Context: an optimization exercise on an open-source flow, tuned for small area, a short achievable clock period and few clock cycles. The choices shown serve that exercise and are no tape-out recipe.
The RTL was checked by simulation tests, not by an equivalence proof against the original design.
Power is estimated from default activity; no workload was simulated.

==> flow/design.v <==
`default_nettype none
package pos_list_pkg;
   localparam int CAPACITY_DEF   = 64;
   localparam int ELEM_WIDTH_DEF = 32;
   localparam int FUNC_W = 3;
   localparam int POS_W  = 7;
   localparam int VAL_W  = 32;
   localparam int STAT_W = 2;
   localparam int LEN_W  = 7;
   localparam logic [FUNC_W-1:0] FN_ADD_FRONT = 3'd0;
   localparam logic [FUNC_W-1:0] FN_ADD_REAR  = 3'd1;
   localparam logic [FUNC_W-1:0] FN_REM_FRONT = 3'd2;
   localparam logic [FUNC_W-1:0] FN_REM_REAR  = 3'd3;
   localparam logic [FUNC_W-1:0] FN_INS_AT    = 3'd4;
   localparam logic [FUNC_W-1:0] FN_DEL_AT    = 3'd5;
   localparam logic [STAT_W-1:0] ST_OK        = 2'd0;
   localparam logic [STAT_W-1:0] ST_UNDERFLOW = 2'd1;
   localparam logic [STAT_W-1:0] ST_RANGE     = 2'd2;
   localparam logic [STAT_W-1:0] ST_FULL      = 2'd3;
endpackage
`default_nettype wire
`default_nettype none
module pos_list_store
#(
   parameter int DEPTH = pos_list_pkg::CAPACITY_DEF,
   parameter int WIDTH = pos_list_pkg::ELEM_WIDTH_DEF
) (
   input  wire logic             clock,
   input  wire logic             ins,
   input  wire logic             del,
   input  wire logic [DEPTH-1:0] ge,
   input  wire logic [WIDTH-1:0] wr_data,
   output logic      [WIDTH-1:0] rd_data
);
   logic [WIDTH-1:0] mem [DEPTH];
   logic [DEPTH-1:0] eq;
   always_comb begin
      for (int i = 0; i < DEPTH; i++) begin
         eq[i] = ge[i] && ((i == 0) ? 1'b1 : !ge[(i > 0) ? i - 1 : 0]);
      end
   end
   always_comb begin
      rd_data = '0;
      for (int i = 0; i < DEPTH; i++) begin
         rd_data = rd_data | (mem[i] & {WIDTH{eq[i]}});
      end
   end
   always_ff @(posedge clock) begin
      for (int i = 0; i < DEPTH; i++) begin
         if (ins && ge[i]) begin
            if (eq[i])      mem[i] <= wr_data;
            else if (i > 0) mem[i] <= mem[(i > 0) ? i - 1 : 0];
         end else if (del && ge[i]) begin
            if (i < DEPTH - 1) mem[i] <= mem[(i < DEPTH - 1) ? i + 1 : i];
         end
      end
   end
endmodule
`default_nettype wire
`default_nettype none
module pos_list_ctrl
#(
   parameter int DEPTH = pos_list_pkg::CAPACITY_DEF,
   parameter int WIDTH = pos_list_pkg::ELEM_WIDTH_DEF
) (
   input  wire logic              clock,
   input  wire logic              reset,
   input  wire logic              start,
   output logic                   busy,
   input  wire logic [pos_list_pkg::FUNC_W-1:0] req_func,
   input  wire logic [pos_list_pkg::POS_W-1:0]  req_position,
   input  wire logic [pos_list_pkg::VAL_W-1:0]  req_item_value,
   output logic                   rsp_strobe,
   output logic [pos_list_pkg::VAL_W-1:0]       rsp_removed_value,
   output logic [pos_list_pkg::STAT_W-1:0]      rsp_status,
   output logic [pos_list_pkg::LEN_W-1:0]       rsp_length,
   output logic                   rsp_is_empty,
   output logic                   st_ins,
   output logic                   st_del,
   output logic [DEPTH-1:0]       st_ge,
   output logic [WIDTH-1:0]       st_wr_data,
   input  wire logic [WIDTH-1:0]  st_rd_data
);
   localparam int CW = $clog2(DEPTH + 1);
   logic                            a_valid;
   logic [pos_list_pkg::FUNC_W-1:0] a_func;
   logic [pos_list_pkg::POS_W-1:0]  a_pos;
   logic [WIDTH-1:0]                a_val;
   logic [CW-1:0]                   count_ff, count_in;
   logic                            b_valid;
   logic                            b_ins, b_del;
   logic [DEPTH-1:0]                b_ge;
   logic [WIDTH-1:0]                b_val;
   logic [pos_list_pkg::STAT_W-1:0] b_stat;
   logic [CW-1:0]                   b_len;
   logic                            c_strobe;
   logic [WIDTH-1:0]                c_rem;
   logic [pos_list_pkg::STAT_W-1:0] c_stat;
   logic [CW-1:0]                   c_len;
   logic                            c_empty;
   assign busy = 1'b0;
   always_ff @(posedge clock) begin
      if (reset) a_valid <= 1'b0;
      else       a_valid <= start;
      a_func <= req_func;
      a_pos  <= req_position;
      a_val  <= req_item_value;
   end
   logic                            full, empty;
   logic                            pos_zero, pos_gt_n, pos_gt_n1;
   logic                            do_ins, do_del;
   logic [pos_list_pkg::STAT_W-1:0] chk_stat;
   logic                            sel_front, sel_n, sel_n1, sel_p;
   logic [DEPTH-1:0]                ge_in;
   assign full      = (count_ff == CW'(DEPTH));
   assign empty     = (count_ff == '0);
   assign pos_zero  = (a_pos == '0);
   assign pos_gt_n  = ({1'b0, a_pos} > {1'b0, count_ff});
   assign pos_gt_n1 = ({1'b0, a_pos} > {1'b0, count_ff} + 8'd1);
   always_comb begin
      chk_stat = pos_list_pkg::ST_OK;
      do_ins   = 1'b0;
      do_del   = 1'b0;
      case (a_func)
         pos_list_pkg::FN_ADD_FRONT, pos_list_pkg::FN_ADD_REAR: begin
            if (full) chk_stat = pos_list_pkg::ST_FULL;
            else      do_ins   = 1'b1;
         end
         pos_list_pkg::FN_REM_FRONT, pos_list_pkg::FN_REM_REAR: begin
            if (empty) chk_stat = pos_list_pkg::ST_UNDERFLOW;
            else       do_del   = 1'b1;
         end
         pos_list_pkg::FN_INS_AT: begin
            if (pos_zero || pos_gt_n1) chk_stat = pos_list_pkg::ST_RANGE;
            else if (full)             chk_stat = pos_list_pkg::ST_FULL;
            else                       do_ins   = 1'b1;
         end
         pos_list_pkg::FN_DEL_AT: begin
            if (pos_zero || pos_gt_n) chk_stat = pos_list_pkg::ST_RANGE;
            else                      do_del   = 1'b1;
         end
         default: ;
      endcase
   end
   assign sel_front = (a_func == pos_list_pkg::FN_ADD_FRONT) ||
                      (a_func == pos_list_pkg::FN_REM_FRONT);
   assign sel_n     = (a_func == pos_list_pkg::FN_ADD_REAR);
   assign sel_n1    = (a_func == pos_list_pkg::FN_REM_REAR);
   assign sel_p     = (a_func == pos_list_pkg::FN_INS_AT) ||
                      (a_func == pos_list_pkg::FN_DEL_AT);
   always_comb begin
      for (int i = 0; i < DEPTH; i++) begin
         ge_in[i] = sel_front ||
                    (sel_n  && (CW'(i) >= count_ff)) ||
                    (sel_n1 && (CW'(i + 1) >= count_ff)) ||
                    (sel_p  && (8'(i + 1) >= {1'b0, a_pos}));
      end
   end
   always_comb begin
      count_in = count_ff;
      if (a_valid && do_ins) count_in = count_ff + 1'b1;
      if (a_valid && do_del) count_in = count_ff - 1'b1;
   end
   always_ff @(posedge clock) begin
      if (reset) begin
         count_ff <= '0;
         b_valid  <= 1'b0;
         c_strobe <= 1'b0;
      end else begin
         count_ff <= count_in;
         b_valid  <= a_valid;
         c_strobe <= b_valid;
      end
   end
   always_ff @(posedge clock) begin
      b_ins   <= a_valid && do_ins;
      b_del   <= a_valid && do_del;
      b_ge    <= ge_in;
      b_val   <= a_val;
      b_stat  <= chk_stat;
      b_len   <= count_in;
      c_rem   <= b_del ? st_rd_data : '0;
      c_stat  <= b_stat;
      c_len   <= b_len;
      c_empty <= (b_len == '0);
   end
   assign st_ins     = b_ins;
   assign st_del     = b_del;
   assign st_ge      = b_ge;
   assign st_wr_data = b_val;
   assign rsp_strobe        = c_strobe;
   assign rsp_removed_value = c_rem;
   assign rsp_status        = c_stat;
   assign rsp_length        = pos_list_pkg::LEN_W'(c_len);
   assign rsp_is_empty      = c_empty;
endmodule
`default_nettype wire
`default_nettype none
module positional_list_engine
#(
   parameter int CAPACITY   = pos_list_pkg::CAPACITY_DEF,
   parameter int ELEM_WIDTH = pos_list_pkg::ELEM_WIDTH_DEF
) (
   input  wire logic              clock,
   input  wire logic              reset,
   input  wire logic              start,
   output logic                   busy,
   input  wire logic [pos_list_pkg::FUNC_W-1:0] req_func,
   input  wire logic [pos_list_pkg::POS_W-1:0]  req_position,
   input  wire logic [pos_list_pkg::VAL_W-1:0]  req_item_value,
   output logic                   rsp_strobe,
   output logic [pos_list_pkg::VAL_W-1:0]       rsp_removed_value,
   output logic [pos_list_pkg::STAT_W-1:0]      rsp_status,
   output logic [pos_list_pkg::LEN_W-1:0]       rsp_length,
   output logic                   rsp_is_empty
);
   logic                  st_ins;
   logic                  st_del;
   logic [CAPACITY-1:0]   st_ge;
   logic [ELEM_WIDTH-1:0] st_wr_data;
   logic [ELEM_WIDTH-1:0] st_rd_data;
   pos_list_ctrl #(
      .DEPTH (CAPACITY),
      .WIDTH (ELEM_WIDTH)
   ) u_ctrl (
      .clock             (clock),
      .reset             (reset),
      .start             (start),
      .busy              (busy),
      .req_func          (req_func),
      .req_position      (req_position),
      .req_item_value    (req_item_value),
      .rsp_strobe        (rsp_strobe),
      .rsp_removed_value (rsp_removed_value),
      .rsp_status        (rsp_status),
      .rsp_length        (rsp_length),
      .rsp_is_empty      (rsp_is_empty),
      .st_ins            (st_ins),
      .st_del            (st_del),
      .st_ge             (st_ge),
      .st_wr_data        (st_wr_data),
      .st_rd_data        (st_rd_data)
   );
   pos_list_store #(
      .DEPTH (CAPACITY),
      .WIDTH (ELEM_WIDTH)
   ) u_store (
      .clock   (clock),
      .ins     (st_ins),
      .del     (st_del),
      .ge      (st_ge),
      .wr_data (st_wr_data),
      .rd_data (st_rd_data)
   );
endmodule
`default_nettype wire
==> flow/run.sh <==
#!/bin/bash
# synth_recipe.tcl (not shown) runs the flow's synth.tcl, then flattens the netlist and writes it again
# the make line also repeats each setting of config.mk as NAME=value (left out here)
make -C /OpenROAD-flow-scripts/flow DESIGN_CONFIG=/design/flow/config.mk WORK_HOME=/design/flow/orfs CLKGATE_MAP_FILE= SYNTH_SCRIPT=/design/flow/synth_recipe.tcl finish
==> flow/config.mk <==
export PLATFORM = sky130hd
export DESIGN_NAME = positional_list_engine
export DESIGN_NICKNAME = positional_list_engine
export VERILOG_FILES = /design/flow/design.v
export SDC_FILE = /design/flow/constraint.sdc
export NUM_CORES = 4
export LEC_CHECK = 0
export CAP_MARGIN = 20
export CORE_MARGIN = 2
export CORE_UTILIZATION = 30
export PLACE_DENSITY = 0.5
export SLEW_MARGIN = 20
==> flow/constraint.sdc <==
create_clock -name core_clock -period 5.0 [get_ports {clock}]
set_input_delay 1.0000 -clock core_clock [delete_from_list [all_inputs] [get_ports {clock}]]
set_output_delay 1.0000 -clock core_clock [all_outputs]
set_load 0.01 [all_outputs]
==> metrics.md <==
| Metric | Value |
|---|---|
| Outcome | `no timing/DRC/antenna violations` |
| Number of clock buffers inserted by TritonCTS | `297` |
| Mean Syn Cell Area | `about 11 µm²` |
| Register area | `65,820 µm²` |
| Initial core utilization | `0.3009` |
| Clock Skews | `0.05081 ns` |
| Final GP Congestion | `1.027` |
| Mapped Cells | `11,500` |
| Kind of critical path | `flop to flop` |
| Final design utilization | `0.3516` |
| Reg clk slew, reported paths | `around 0.05 ns` |
| Largest cells by area after synthesis | `edfxtp_1, mux2i_1, a21oi_1` |
| Die Span Y | `642.0 µm` |
| Routed wire length | `998,600 µm` |
| Worst EP required | `between 5 and 6 ns` |
| Crit Path Max Fanout | `18` |
| Ys async rst share | `0` |
| Leakage | `0.05150 µW` |
| Clock latency on the worst-skew pair | `1.04 ns` |
| Post-synth cell types | `67` |
| Cell accounting for the most synthesized area | `edfxtp_1` |
| Most common cell after layout, fill and taps aside | `nor2_1` |
| Main synth FF type | `edfxtp_1` |
| CP Cell Sequence | `nor2b_4, buf_4, a221oi_1, nand3_1, nor4_1, a21boi_0` |
| IO Pins | `89` |
| DRT iter0 DRCs | `~28,000` |
| Max Slew Vio Count | `0` |
| Cell area after synthesis | `122,100 µm²` |
| Top cell type's share of synthesized area | `0.5036` |
| Flops & latches, synth | `2,249` |
| Pwr dens | `397.3 nW/µm²` |
| Final net count | `about 11,000` |
| CTS Hold Bufs | `0` |
| Setup TNS | `0 ns` |
| Maximum VDD drop | `0.0002672 V` |
| Input/output buffers | `87` |
| Core Rows | `234` |
| Synth Net Count | `11,570` |
| Critical Path Sink Type | `flop` |
| Vias in the first global route | `107,600` |
| Filler cell count | `40,700` |
| Rel. slew slack | `0.1110` |
| Fmax | `229.5 MHz` |
| Startpoint Class | `flop` |
| H-tree depth | `5` |
| Period minus WS final | `4.358 ns` |
| Post-DP HPWL | `between 600,000 and 700,000 µm` |
| Via count | `125,200` |
| Slowest CP cell | `nor2b_4` |
| Max cap viols | `0` |
| Commonest non-fill, non-tap cells in the layout | `nor2_1, edfxtp_1, a21oi_1` |
| TritonRoute pass-1 iters | `13` |
| Global-route usage over all layers | `0.4630` |
| Resized Gates After CTS | `0` |
| Max stage delay on crit path | `1.19 ns` |
| CTS tree | `done` |
| HP Class | `flop to flop` |
| Synth-to-Final Area Change | `16.86%` |
| Area of the multi-input gates | `between 50,000 and 60,000 µm²` |
| Unrepaired setup endpoints after global routing | `false` |
| Vias per inst | `7.309` |
| Slew @ Worst Pin | `1.331 ns` |
| First-pass GRT wire length | `1,233,000 µm` |
| Clock Tree Root | `clkbuf_16` |
| Chip width | `between 600 and 700 µm` |
| Routed len/inst | `58.27 µm` |
| Initial antenna violation count | `121` |
| Post-CTS setup buffers | `0` |
| Worst-case clock buffer depth | `4` |
| # DRC | `0` |
| Grt ovf | `0` |
| Core Box Area | `405,800 µm²` |
| Antenna viol nets, final | `0` |
| Critical Path AT | `5.14 ns` |
| Final setup fails | `0` |
| Total number of yosys warnings | `3` |
| Final Hold Fails | `0` |
| Period utilization | `0.8715` |
| Post-synth EDFFs | `just over 2,000` |
| Die area | `412,200 µm²` |
| Sequential area share after synthesis | `0.5366` |
| Share of layout cells above drive strength 1 | `0.1185` |
| Largest net degree at the start of global routing | `65` |
| Clk sinks | `2,249` |
path summary, 6_finish.rpt:
kind                            endpoint                     start  depth (start not counted)  slack [ns]
max          u_ctrl.c_rem[26]$_SDFF_PN0_   u_ctrl.b_ge[12]$_DFF_P_                          6        0.64
min             u_ctrl.b_val[24]$_DFF_P_  u_ctrl.a_val[24]$_DFF_P_                          0        0.31
max reg2reg  u_ctrl.c_rem[26]$_SDFF_PN0_   u_ctrl.b_ge[12]$_DFF_P_                          6        0.64
min reg2reg     u_ctrl.b_val[24]$_DFF_P_  u_ctrl.a_val[24]$_DFF_P_                          0        0.31
metal layers:
layer | part of all wire | up-vias | GRT usage
li1 | - | 43110 | -
met1 | 0.36 | 63130 | 0.5607
met4 | 0.098 | 58 | 0.3793
met2 | 0.39 | 14760 | 0.6268
met3 | 0.15 | 4190 | 0.2044
met5 | 0.0010 | - | 0.01700
report_power, final:
| part | total, µW | internal, µW | switching (µW) |
|---|---|---|---|
| Combinational | 11700 | 3020 | 8640 |
| Sequential | 23100 | 21200 | 1860 |
| Clock | 22000 | 12300 | 9670 |
| Total | 56700 | 36500 | 20200 |
per-stage QoR:
stage	instances	instance area [µm²]	power [µW]	setup WS, ns	hold WS, ns
after floorplan	11500	122100	26770	1.479	0.3096
after global placement	16410	132400	33790	1.080	0.3110
after detailed placement	16430	132800	33840	1.133	0.3118
after CTS	16960	142100	55310	1.089	0.3143
after global routing	17010	142400	56440	0.9861	0.3247
final	17140	142700	56700	0.6424	0.3073
logic make-up after synthesis:
family	after synthesis	share of synthesized area
flip-flops	2249	0.5366
AND/OR/NAND/NOR	2767	0.09662
buffers and inverters	1187	0.03666
multiplexers	2015	0.1659
AO/OA/AOI/OAI	3254	0.1616
adder cells (fa/ha/maj)	20	0.002049
other	1	0.00003071
XOR/XNOR	8	0.0005738
critical path: cells and delay by family (launching register included):
kind | cells | cell delay, ns
simple gates | 3 | 1.39
compound gates | 2 | 1.04
flops | 1 | 0.87
buf+inv | 1 | 0.73
cell type report:
cell class,instances,area share
Tap cell,5428,0.04759
Sequential cell,2249,0.4613
Inverter,18,0.0004735
Timing Repair Buffer,672,0.04911
Clock inverter,137,0.008207
Multi-Input combinational cell,8065,0.3731
Clock buffer,401,0.05728
Antenna cell,167,0.002929
registers in the layout, summed over array words and instances (netlist names), 3 cells and up:
signal and count:
u_ctrl.c_rem 32, u_ctrl.c_len 7, u_ctrl.b_ge 64, u_ctrl.a_pos 7
u_ctrl.b_len 7, u_store.mem 2048, u_ctrl.count_ff 7, u_ctrl.a_func 3
u_ctrl.b_val 32, u_ctrl.a_val 32
cell usage after synthesis, types with 74 or more instances:
master	number
a21oi_1	1995
a221oi_1	207
a22o_1	171
a22oi_1	633
buf_1	346
clkbuf_1	818
dfxtp_1	201
edfxtp_1	2048
mux2i_1	1947
nand2_1	119
nand4_1	190
nor2_1	2056
nor2b_1	135
o21ai_0	74
Testbench counts, summed over its fixed seeds: cycles 4,816.

-- what the ideal ports hide --
The results above use ideal ports. As a check the final layout listed here was re-extracted and re-timed, cells and wires unchanged. Step 1 assumes that a clkbuf_16 drives the clock port and a buf_2 every other input. Step 2, shift: input delay + t, output delay - t, t = (earliest + latest rising clock arrival at the registers) / 2. This alone moves slack from input paths to output paths. a / b / c = no drivers / after step 1 / after step 2; a / b = the first two.
t (ns): 1.103
setup slack, ns: 0.642 / 0.642 / 0.642
hold WS [ns]: 0.307 / 0.307 / 0.307
worst register clock-pin slew, ns: 0.07 / 0.07
worst data-port slew with drivers (ns): 0.18
After both steps setup and hold are still met in this run. The setup slack of this run moves by 0.000 ns with the drivers and by 0.000 ns with both steps.
